Context: an optimization exercise on an open-source flow, tuned for small area. The choices shown serve that exercise and are no tape-out recipe. Only simulation tests tie the RTL to the original design; equivalence was not proved. The clock port is modelled as an ideal driver; clocking choices that lean on that would not hold on a real chip. No activity file was given, so power comes from the tool's default toggle rates.

Design neuron_status_sequencer, start of the top module:
module neuron_status_sequencer #(
  parameter int DATA_WIDTH        = 64,
  parameter int TREF_WIDTH        = 5,
  parameter int NEURON_ADDR_WIDTH = 4
) (
  input  logic                         Clock,
  input  logic                         Reset,
  input  logic                         Start,
  input  logic                         InitWrEn,
  input  logic [NEURON_ADDR_WIDTH-1:0] InitAddr,
  input  logic signed [DATA_WIDTH-1:0] InitVmem,
  output logic                         UpdateEnable,
  output logic [NEURON_ADDR_WIDTH-1:0] NeuronAddr,
  output logic signed [DATA_WIDTH-1:0] Vmem,
  output logic signed [DATA_WIDTH-1:0] gex,
  output logic signed [DATA_WIDTH-1:0] gin,
  output logic [TREF_WIDTH+2:0]        RefVal,
  input  logic signed [DATA_WIDTH-1:0] VmemIn,
  input  logic signed [DATA_WIDTH-1:0] gexIn,
  input  logic signed [DATA_WIDTH-1:0] ginIn,
  input  logic [TREF_WIDTH+2:0]        RefValIn,
  input  logic                         SpikeIn,
  output logic                         SpikeValid,
  output logic [NEURON_ADDR_WIDTH-1:0] SpikeAddr,
  output logic                         Busy,
  output logic                         Done
);
clock: 6.0 ns
lec_check: 0
cap_margin: 20
core_margin: 2
core_utilization: 70
cts_cluster_diameter: 60
cts_cluster_size: 40
place_density: 0.75
slew_margin: 20
standard.sh (not shown) runs the stock make flow with config.mk's settings and CLKGATE_MAP_FILE= SYNTH_SCRIPT=/design/flow/synth_recipe.tcl, a recipe that flattens the netlist after the stock synthesis.
==> flow/flow/run.sh <==
#!/bin/bash
# Standard ORFS layout (the standard.sh, standard synthesis included) with two changes:
# ports are buffered with the smallest buffer, sky130_fd_sc_hd__buf_1, and CTS inserts
# no dummy loads. Each tool's output is logged under orfs/logs; make's output goes to
# flow_make.log in the work folder.
set -euo pipefail
export BUFFER_PORTS_ARGS="-buffer_cell sky130_fd_sc_hd__buf_1"
export CTS_ARGS="-sink_clustering_enable -repair_clock_nets -dont_use_dummy_load -sink_clustering_size 40 -sink_clustering_max_diameter 60"
bash standard.sh finish > flow_make.log 2>&1
The starting point ran to the end with no violations.
Then changed:
--- a/flow/flow/run.sh
+++ b/flow/flow/run.sh
@@ -7,3 +7,3 @@
 export BUFFER_PORTS_ARGS="-buffer_cell sky130_fd_sc_hd__buf_1"
-export CTS_ARGS="-sink_clustering_enable -repair_clock_nets -dont_use_dummy_load -sink_clustering_size 40 -sink_clustering_max_diameter 60"
+export CTS_ARGS="-sink_clustering_enable -repair_clock_nets -dont_use_dummy_load -sink_clustering_size 30 -sink_clustering_max_diameter 60"
 bash standard.sh finish > flow_make.log 2>&1
Settings changed: CORE_UTILIZATION 70 to 55, CTS_CLUSTER_SIZE 40 to 30, PLACE_DENSITY 0.75 to 0.65.
What happened: Setup slack degrades by 0.080 ns; sequential cell count does not change; die area climbs by 27%; power climbs by 1.5%; utilization drops by 16 points.
Then changed:
--- a/flow/flow/run.sh
+++ b/flow/flow/run.sh
@@ -7,3 +7,3 @@
 export BUFFER_PORTS_ARGS="-buffer_cell sky130_fd_sc_hd__buf_1"
-export CTS_ARGS="-sink_clustering_enable -repair_clock_nets -dont_use_dummy_load -sink_clustering_size 30 -sink_clustering_max_diameter 60"
+export CTS_ARGS="-sink_clustering_enable -repair_clock_nets -dont_use_dummy_load -sink_clustering_size 36 -sink_clustering_max_diameter 70"
 bash standard.sh finish > flow_make.log 2>&1
Settings changed: CTS_CLUSTER_DIAMETER 60 to 70, CTS_CLUSTER_SIZE 30 to 36.
- setup slack gets better by 0.016 ns
- sequential cell count is unchanged
- routed wire length shrinks by 0.37%
- fmax stays flat

========
The RTL this note starts from:
==> flow/design.v <==
module neuron_status_sequencer #(
  parameter int DATA_WIDTH        = 64,
  parameter int TREF_WIDTH        = 5,
  parameter int NEURON_ADDR_WIDTH = 4
) (
  input  logic                         Clock,
  input  logic                         Reset,
  input  logic                         Start,
  input  logic                         InitWrEn,
  input  logic [NEURON_ADDR_WIDTH-1:0] InitAddr,
  input  logic signed [DATA_WIDTH-1:0] InitVmem,
  output logic                         UpdateEnable,
  output logic [NEURON_ADDR_WIDTH-1:0] NeuronAddr,
  output logic signed [DATA_WIDTH-1:0] Vmem,
  output logic signed [DATA_WIDTH-1:0] gex,
  output logic signed [DATA_WIDTH-1:0] gin,
  output logic [TREF_WIDTH+2:0]        RefVal,
  input  logic signed [DATA_WIDTH-1:0] VmemIn,
  input  logic signed [DATA_WIDTH-1:0] gexIn,
  input  logic signed [DATA_WIDTH-1:0] ginIn,
  input  logic [TREF_WIDTH+2:0]        RefValIn,
  input  logic                         SpikeIn,
  output logic                         SpikeValid,
  output logic [NEURON_ADDR_WIDTH-1:0] SpikeAddr,
  output logic                         Busy,
  output logic                         Done
);
  localparam int NUM_NEURONS = 1 << NEURON_ADDR_WIDTH;
  localparam int REF_WIDTH   = TREF_WIDTH + 3;
  localparam int G_WIDTH     = 2 * DATA_WIDTH + REF_WIDTH;
  logic capture;
  assign UpdateEnable = Busy & ~capture & ~Done;
  always_ff @(posedge Clock) begin
    if (Reset) begin
      Busy       <= 1'b0;
      capture    <= 1'b0;
      Done       <= 1'b0;
      NeuronAddr <= '0;
    end else if (!Busy) begin
      Busy <= Start;
    end else if (Done) begin
      Busy <= 1'b0;
      Done <= 1'b0;
    end else if (!capture) begin
      capture <= 1'b1;
    end else begin
      capture    <= 1'b0;
      NeuronAddr <= NeuronAddr + 1'b1;
      Done       <= &NeuronAddr;
    end
  end
  logic [NUM_NEURONS-1:0] addr_oh;
  always_ff @(posedge Clock) begin
    if (Reset)
      addr_oh <= NUM_NEURONS'(1);
    else if (Busy && capture)
      addr_oh <= {addr_oh[NUM_NEURONS-2:0], addr_oh[NUM_NEURONS-1]};
  end
  logic init_write;
  assign init_write = ~Busy & InitWrEn;
  logic [NUM_NEURONS-1:0] g_v;
  always_ff @(posedge Clock) begin
    for (int i = 0; i < NUM_NEURONS; i++) begin
      if (Reset)
        g_v[i] <= 1'b0;
      else if (init_write && InitAddr == i)
        g_v[i] <= 1'b0;
      else if (capture && addr_oh[i])
        g_v[i] <= 1'b1;
    end
  end
  logic [DATA_WIDTH-1:0] vmem_q [NUM_NEURONS];
  logic [DATA_WIDTH-1:0] vmem_wd;
  assign vmem_wd = (VmemIn & {DATA_WIDTH{capture & ~Reset}}) |
                   (InitVmem & {DATA_WIDTH{~Busy & ~Reset}});
  always_ff @(posedge Clock) begin
    for (int i = 0; i < NUM_NEURONS; i++) begin
      if (Reset || (init_write && InitAddr == i) || (capture && addr_oh[i]))
        vmem_q[i] <= vmem_wd;
    end
  end
  always_comb begin
    Vmem = '0;
    for (int i = 0; i < NUM_NEURONS; i++)
      Vmem = Vmem | (vmem_q[i] & {DATA_WIDTH{addr_oh[i]}});
  end
  logic [G_WIDTH-1:0] g_q [NUM_NEURONS];
  always_ff @(posedge Clock) begin
    if (capture) begin
      for (int i = 0; i < NUM_NEURONS - 1; i++)
        g_q[i] <= g_q[i+1];
      g_q[NUM_NEURONS-1] <= {gexIn, ginIn, RefValIn};
    end
  end
  logic g_ok;
  assign g_ok = |(g_v & addr_oh);
  assign {gex, gin, RefVal} = g_q[0] & {G_WIDTH{g_ok}};
  logic [NEURON_ADDR_WIDTH-1:0] spike_addr_q;
  assign SpikeValid = capture & SpikeIn;
  assign SpikeAddr  = SpikeValid ? NeuronAddr : spike_addr_q;
  always_ff @(posedge Clock) begin
    if (Reset)
      spike_addr_q <= '0;
    else if (SpikeValid)
      spike_addr_q <= NeuronAddr;
  end
endmodule
==> flow/config.mk <==
export PLATFORM = sky130hd
export DESIGN_NAME = neuron_status_sequencer
export DESIGN_NICKNAME = neuron_status_sequencer
export VERILOG_FILES = /design/flow/design.v
export SDC_FILE = /design/flow/constraint.sdc
export NUM_CORES = 4
export LEC_CHECK = 0
export CAP_MARGIN = 20
export CORE_MARGIN = 2
export CORE_UTILIZATION = 65
export PLACE_DENSITY = 0.72
export SLEW_MARGIN = 20
==> flow/constraint.sdc <==
create_clock -name core_clock -period 6.0 [get_ports {Clock}]
set_input_delay 1.2000 -clock core_clock [delete_from_list [all_inputs] [get_ports {Clock}]]
set_output_delay 1.2000 -clock core_clock [all_outputs]
set_load 0.01 [all_outputs]
==> flow/flow/run.sh <==
#!/bin/bash
# Standard ORFS layout (the standard.sh, standard synthesis included) with these changes:
# - ports are buffered with the smallest buffer, sky130_fd_sc_hd__buf_1;
# - CTS inserts no dummy loads and uses its own clustering settings;
# - after CTS, post_cts.tcl gives each leaf clock buffer the smallest clkbuf size that keeps
#   the estimated slew at its flip-flop clock pins under 105 ps, then legalizes placement.
# Each tool's output is logged under orfs/logs; make's output goes to flow_make.log.
set -euo pipefail
here=$(cd "$(dirname "$0")" && pwd)
export BUFFER_PORTS_ARGS="-buffer_cell sky130_fd_sc_hd__buf_1"
export CTS_ARGS="-sink_clustering_enable -repair_clock_nets -dont_use_dummy_load -sink_clustering_size 16 -sink_clustering_max_diameter 80 -buf_list sky130_fd_sc_hd__clkbuf_8"
export LEAFSIZE_TCL="$here/leafsize.tcl"
export POST_CTS_TCL="$here/post_cts.tcl"
bash standard.sh finish > flow_make.log 2>&1
==> flow/flow/post_cts.tcl <==
# Sourced by ORFS's cts.tcl after CTS (POST_CTS_TCL).
source $::env(LEAFSIZE_TCL)
leaf_downsize 0.105
detailed_placement
check_placement -verbose
estimate_parasitics -placement
Other scripts of this flow, unchanged in this note and not shown: flow/flow/leafsize.tcl
The baseline produced a clean layout.
Then changed:
--- a/flow/flow/run.sh
+++ b/flow/flow/run.sh
@@ -3,4 +3,5 @@
 # - ports are buffered with the smallest buffer, sky130_fd_sc_hd__buf_1;
 # - CTS inserts no dummy loads and uses its own clustering settings;
+# - floorplan only removes synthesis buffers (no gate upsizing before placement);
 # - after CTS, post_cts.tcl gives each leaf clock buffer the smallest clkbuf size that keeps
 #   the estimated slew at its flip-flop clock pins under 105 ps, then legalizes placement.
@@ -12,3 +13,6 @@
 export LEAFSIZE_TCL="$here/leafsize.tcl"
 export POST_CTS_TCL="$here/post_cts.tcl"
+# Skip the floorplan-stage repair_timing, which sizes gates up against wire-load-model
+# delays of still unbuffered high-fanout nets; just remove synthesis buffers there.
+export REMOVE_ABC_BUFFERS=1
 bash standard.sh finish > flow_make.log 2>&1
Settings changed: CORE_UTILIZATION 65 to 55, PLACE_DENSITY 0.72 to 0.65.
Outcome: The new run completed without violations. Combinational power barely changes. Routed wire length goes up by a few percent. Die area goes up by about a fifth. Critical path depth stays the same. Utilization goes down by 11 points. Power goes up slightly. Global-route usage goes down by 2.7 points. Setup slack is worse by 0.032 ns. Count of clock-buffer cells in the layout goes up by 1. Non-clock buffer count goes up by 23. Final cell count goes up by a few percent.
Then changed:
Settings changed: CORE_UTILIZATION 55 to 65, PLACE_DENSITY 0.65 to 0.72.
- The new run ran to the end with no violations
- area after synthesis is unchanged
- first-iteration DRC count rises by 11%
- combinational power stays flat
- power fell by 0.41%
- design area went down by about 0.4%
- worst setup slack gets worse by 0.067 ns
- utilization is higher by 11 points
- register-to-register slack is worse by 0.18 ns
- cell count drops by about 4.7%
- hold slack improves by 0.034 ns
- sequential share of layout area rises by 0.35 points
Then changed:
--- a/flow/flow/run.sh
+++ b/flow/flow/run.sh
@@ -3,5 +3,4 @@
 # - ports are buffered with the smallest buffer, sky130_fd_sc_hd__buf_1;
 # - CTS inserts no dummy loads and uses its own clustering settings;
-# - floorplan only removes synthesis buffers (no gate upsizing before placement);
 # - after CTS, post_cts.tcl gives each leaf clock buffer the smallest clkbuf size that keeps
 #   the estimated slew at its flip-flop clock pins under 105 ps, then legalizes placement.
@@ -13,6 +12,3 @@
 export LEAFSIZE_TCL="$here/leafsize.tcl"
 export POST_CTS_TCL="$here/post_cts.tcl"
-# Skip the floorplan-stage repair_timing, which sizes gates up against wire-load-model
-# delays of still unbuffered high-fanout nets; just remove synthesis buffers there.
-export REMOVE_ABC_BUFFERS=1
 bash standard.sh finish > flow_make.log 2>&1
Settings changed: CORE_UTILIZATION 65 to 55, PLACE_DENSITY 0.72 to 0.65.
Outcome:
- The changed run completed with no timing, DRC or antenna violations
- final cell count went up by 4.6%
- die area went up by 18%
- wire length went up by 2.3%
- total power went up by 0.44%
- synthesized cell count is unchanged
- worst setup slack gets better by 0.17 ns
- flip-flop and latch count stays the same
- non-clock buffer count went down by 23
Then changed:
--- a/flow/flow/run.sh
+++ b/flow/flow/run.sh
@@ -3,4 +3,5 @@
 # - ports are buffered with the smallest buffer, sky130_fd_sc_hd__buf_1;
 # - CTS inserts no dummy loads and uses its own clustering settings;
+# - floorplan only removes synthesis buffers (no gate upsizing before placement);
 # - after CTS, post_cts.tcl gives each leaf clock buffer the smallest clkbuf size that keeps
 #   the estimated slew at its flip-flop clock pins under 105 ps, then legalizes placement.
@@ -12,3 +13,6 @@
 export LEAFSIZE_TCL="$here/leafsize.tcl"
 export POST_CTS_TCL="$here/post_cts.tcl"
+# Skip the floorplan-stage repair_timing, which sizes gates up against wire-load-model
+# delays of still unbuffered high-fanout nets; just remove synthesis buffers there.
+export REMOVE_ABC_BUFFERS=1
 bash standard.sh finish > flow_make.log 2>&1
Settings changed: CORE_UTILIZATION 55 to 65, GPL_ROUTABILITY_DRIVEN set to 0, GPL_TIMING_DRIVEN set to 0, PLACE_DENSITY 0.65 to 0.72.
Outcome: Global-route usage climbs by 2.9 points. Total power is about the same. Routed wire length falls by about 2.6%. Die area falls by 15%. Sequential share of layout area drops by 0.42 points. Setup slack gets worse by 0.54 ns. Via count climbs by 0.80%. Non-clock buffer count climbs by 38.
Then changed:
--- a/flow/flow/run.sh
+++ b/flow/flow/run.sh
@@ -5,5 +5,5 @@
 # - floorplan only removes synthesis buffers (no gate upsizing before placement);
 # - after CTS, post_cts.tcl gives each leaf clock buffer the smallest clkbuf size that keeps
-#   the estimated slew at its flip-flop clock pins under 105 ps, then legalizes placement.
+#   the estimated slew at its flip-flop clock pins under 112 ps, then legalizes placement.
 # Each tool's output is logged under orfs/logs; make's output goes to flow_make.log.
 set -euo pipefail
==> flow/flow/post_cts.tcl (replaced) <==
# Sourced by ORFS's cts.tcl after CTS (POST_CTS_TCL).
source $::env(LEAFSIZE_TCL)
leaf_downsize 0.112
detailed_placement
check_placement -verbose
estimate_parasitics -placement
Settings changed: GPL_ROUTABILITY_DRIVEN 0 to not set, GPL_TIMING_DRIVEN 0 to not set.
Outcome: Critical path depth shrinks by 1; first-iteration DRC count grows slightly; cell count is about the same; hold slack degrades by 0.0046 ns; routed wire length is about the same; die area stays the same; cell area shrinks slightly; setup slack improves by 0.37 ns; total power shrinks slightly; non-clock buffer count shrinks by 15.

========
Another version of the RTL of neuron_status_sequencer (not shown whole).
Size: ~4400 cells after synthesis, roughly 3200 flip-flops, about 0.11 mm2 of cells after synthesis.
Settings: LEC_CHECK=0, CAP_MARGIN=20, CORE_MARGIN=2, CORE_UTILIZATION=55, CTS_BUF_LIST=sky130_fd_sc_hd__clkbuf_4 sky130_fd_sc_hd__clkbuf_8, CTS_CLUSTER_SIZE=25, PLACE_DENSITY=0.65, SLEW_MARGIN=20; clock period 6.0 ns.
run.sh (not shown) runs the stock make flow with config.mk's settings and CLKGATE_MAP_FILE= SYNTH_SCRIPT=/design/flow/synth_recipe.tcl, a recipe that flattens the netlist after the stock synthesis.
Stock flow here: none of the scripts above is used.
The baseline passed the timing, design-rule and antenna checks.
Edit:
CORE_UTILIZATION = 40   (was 55)
CTS_BUF_LIST = unset   (was sky130_fd_sc_hd__clkbuf_4 sky130_fd_sc_hd__clkbuf_8)
CTS_CLUSTER_SIZE = unset   (was 25)
PLACE_DENSITY = unset   (was 0.65)
=> The changed run finished with timing, DRC and antenna clean; cell count rose by roughly a tenth; power rises by a little under a tenth; cell area rises by a few percent; flip-flop and latch count does not change; routed wire length grows by a few percent; die area is higher by well over a third; via count fell slightly; core utilization decreases by 17 points; clock-buffer cell count fell by 241.
Edit:
==> flow/flow/run.sh (new file) <==
#!/bin/bash
# Standard ORFS layout (the standard.sh, standard synthesis included) with two changes:
# ports are buffered with the smallest buffer, sky130_fd_sc_hd__buf_1, and CTS inserts
# no dummy loads. Each tool's output is logged under orfs/logs; make's output goes to
# flow_make.log in the work folder.
set -euo pipefail
export BUFFER_PORTS_ARGS="-buffer_cell sky130_fd_sc_hd__buf_1"
export CTS_ARGS="-sink_clustering_enable -repair_clock_nets -dont_use_dummy_load -sink_clustering_size 30 -sink_clustering_max_diameter 60"
bash standard.sh finish > flow_make.log 2>&1
==> flow/standard.sh (new file) <==
#!/bin/bash
# synth_recipe.tcl (not shown) runs the flow's synth.tcl, then flattens the netlist and writes it again
# the make line also repeats each setting of config.mk as NAME=value (left out here)
make -C /OpenROAD-flow-scripts/flow DESIGN_CONFIG=/design/flow/config.mk WORK_HOME=/design/flow/orfs CLKGATE_MAP_FILE= SYNTH_SCRIPT=/design/flow/synth_recipe.tcl "${@:-finish}"
CORE_UTILIZATION = 55   (was 40)
CTS_CLUSTER_DIAMETER = 60   (was unset)
CTS_CLUSTER_SIZE = 30   (was unset)
PLACE_DENSITY = 0.65   (was unset)
removed: flow/run.sh
The new run finished with timing, DRC and antenna clean.
Wire length fell by roughly a tenth.
Sequential share of layout area climbs by 7.4 points.
Final cell count went down by about a fifth.
Sequential cell count is unchanged.
Total power came out lower by about a fifth.
Edit:
==> flow/run.sh (new file) <==
#!/bin/bash
# synth_recipe.tcl (not shown) runs the flow's synth.tcl, then flattens the netlist and writes it again
# the make line also repeats each setting of config.mk as NAME=value (left out here)
make -C /OpenROAD-flow-scripts/flow DESIGN_CONFIG=/design/flow/config.mk WORK_HOME=/design/flow/orfs CLKGATE_MAP_FILE= SYNTH_SCRIPT=/design/flow/synth_recipe.tcl finish
removed: flow/flow/run.sh
removed: flow/standard.sh
Power increases by 6.6%.
Cell count increases by 1.9%.
Setup slack degrades by 0.16 ns.
Hold slack improves by 0.032 ns.

## port drivers added, routing unchanged
In the flow no input, the clock included, has a driving cell. The finished layouts below were timed again as built, in two steps. Step 1, drivers: a clkbuf_16 drives Clock and a buf_2 each remaining input, both assumed. Step 2 adds t to the input delays and takes it off the output delays; t is the mean of the earliest and latest rising clock arrival at the registers after step 1. Input paths then give back, and output paths get back, about the clock's delay inside the block. Three values: no drivers, after step 1, after step 2; two values: the first two.
run | shift t [ns] | slack for setup (ns) | worst setup path at the end | cell pins on the clock port's net
the first run of note 1 | 0.851 | 0.330 / 0.250 / 1.101 | register to output | 1
the second run of note 1 | 0.861 | 0.250 / 0.173 / 1.034 | register to output | 1
the third run of note 1 | 0.850 | 0.266 / 0.188 / 1.038 | register to output | 1
the first run of note 2 | 1.004 | 1.141 / 1.060 / 2.064 | register to output | 1
the second run of note 2 | 1.060 | 1.108 / 1.034 / 1.998 | input to register | 1
the third run of note 2 | 0.988 | 1.041 / 0.963 / 1.951 | register to output | 1
the fourth run of note 2 | 1.004 | 1.214 / 1.137 / 1.995 | input to register | 1
the fifth run of note 2 | 0.990 | 0.674 / 0.596 / 1.585 | register to output | 1
the sixth run of note 2 | 0.988 | 1.045 / 0.967 / 1.954 | register to output | 1
the first run of note 3 | 1.116 | 0.317 / 0.243 / 1.359 | register to output | 1
the second run of note 3 | 0.983 | 0.394 / 0.306 / 1.289 | register to output | 1
the third run of note 3 | 0.863 | 0.539 / 0.461 / 1.323 | register to output | 1
the fourth run of note 3 | 0.895 | 0.376 / 0.298 / 1.193 | register to output | 1
After both steps setup and hold are still met in every run listed.
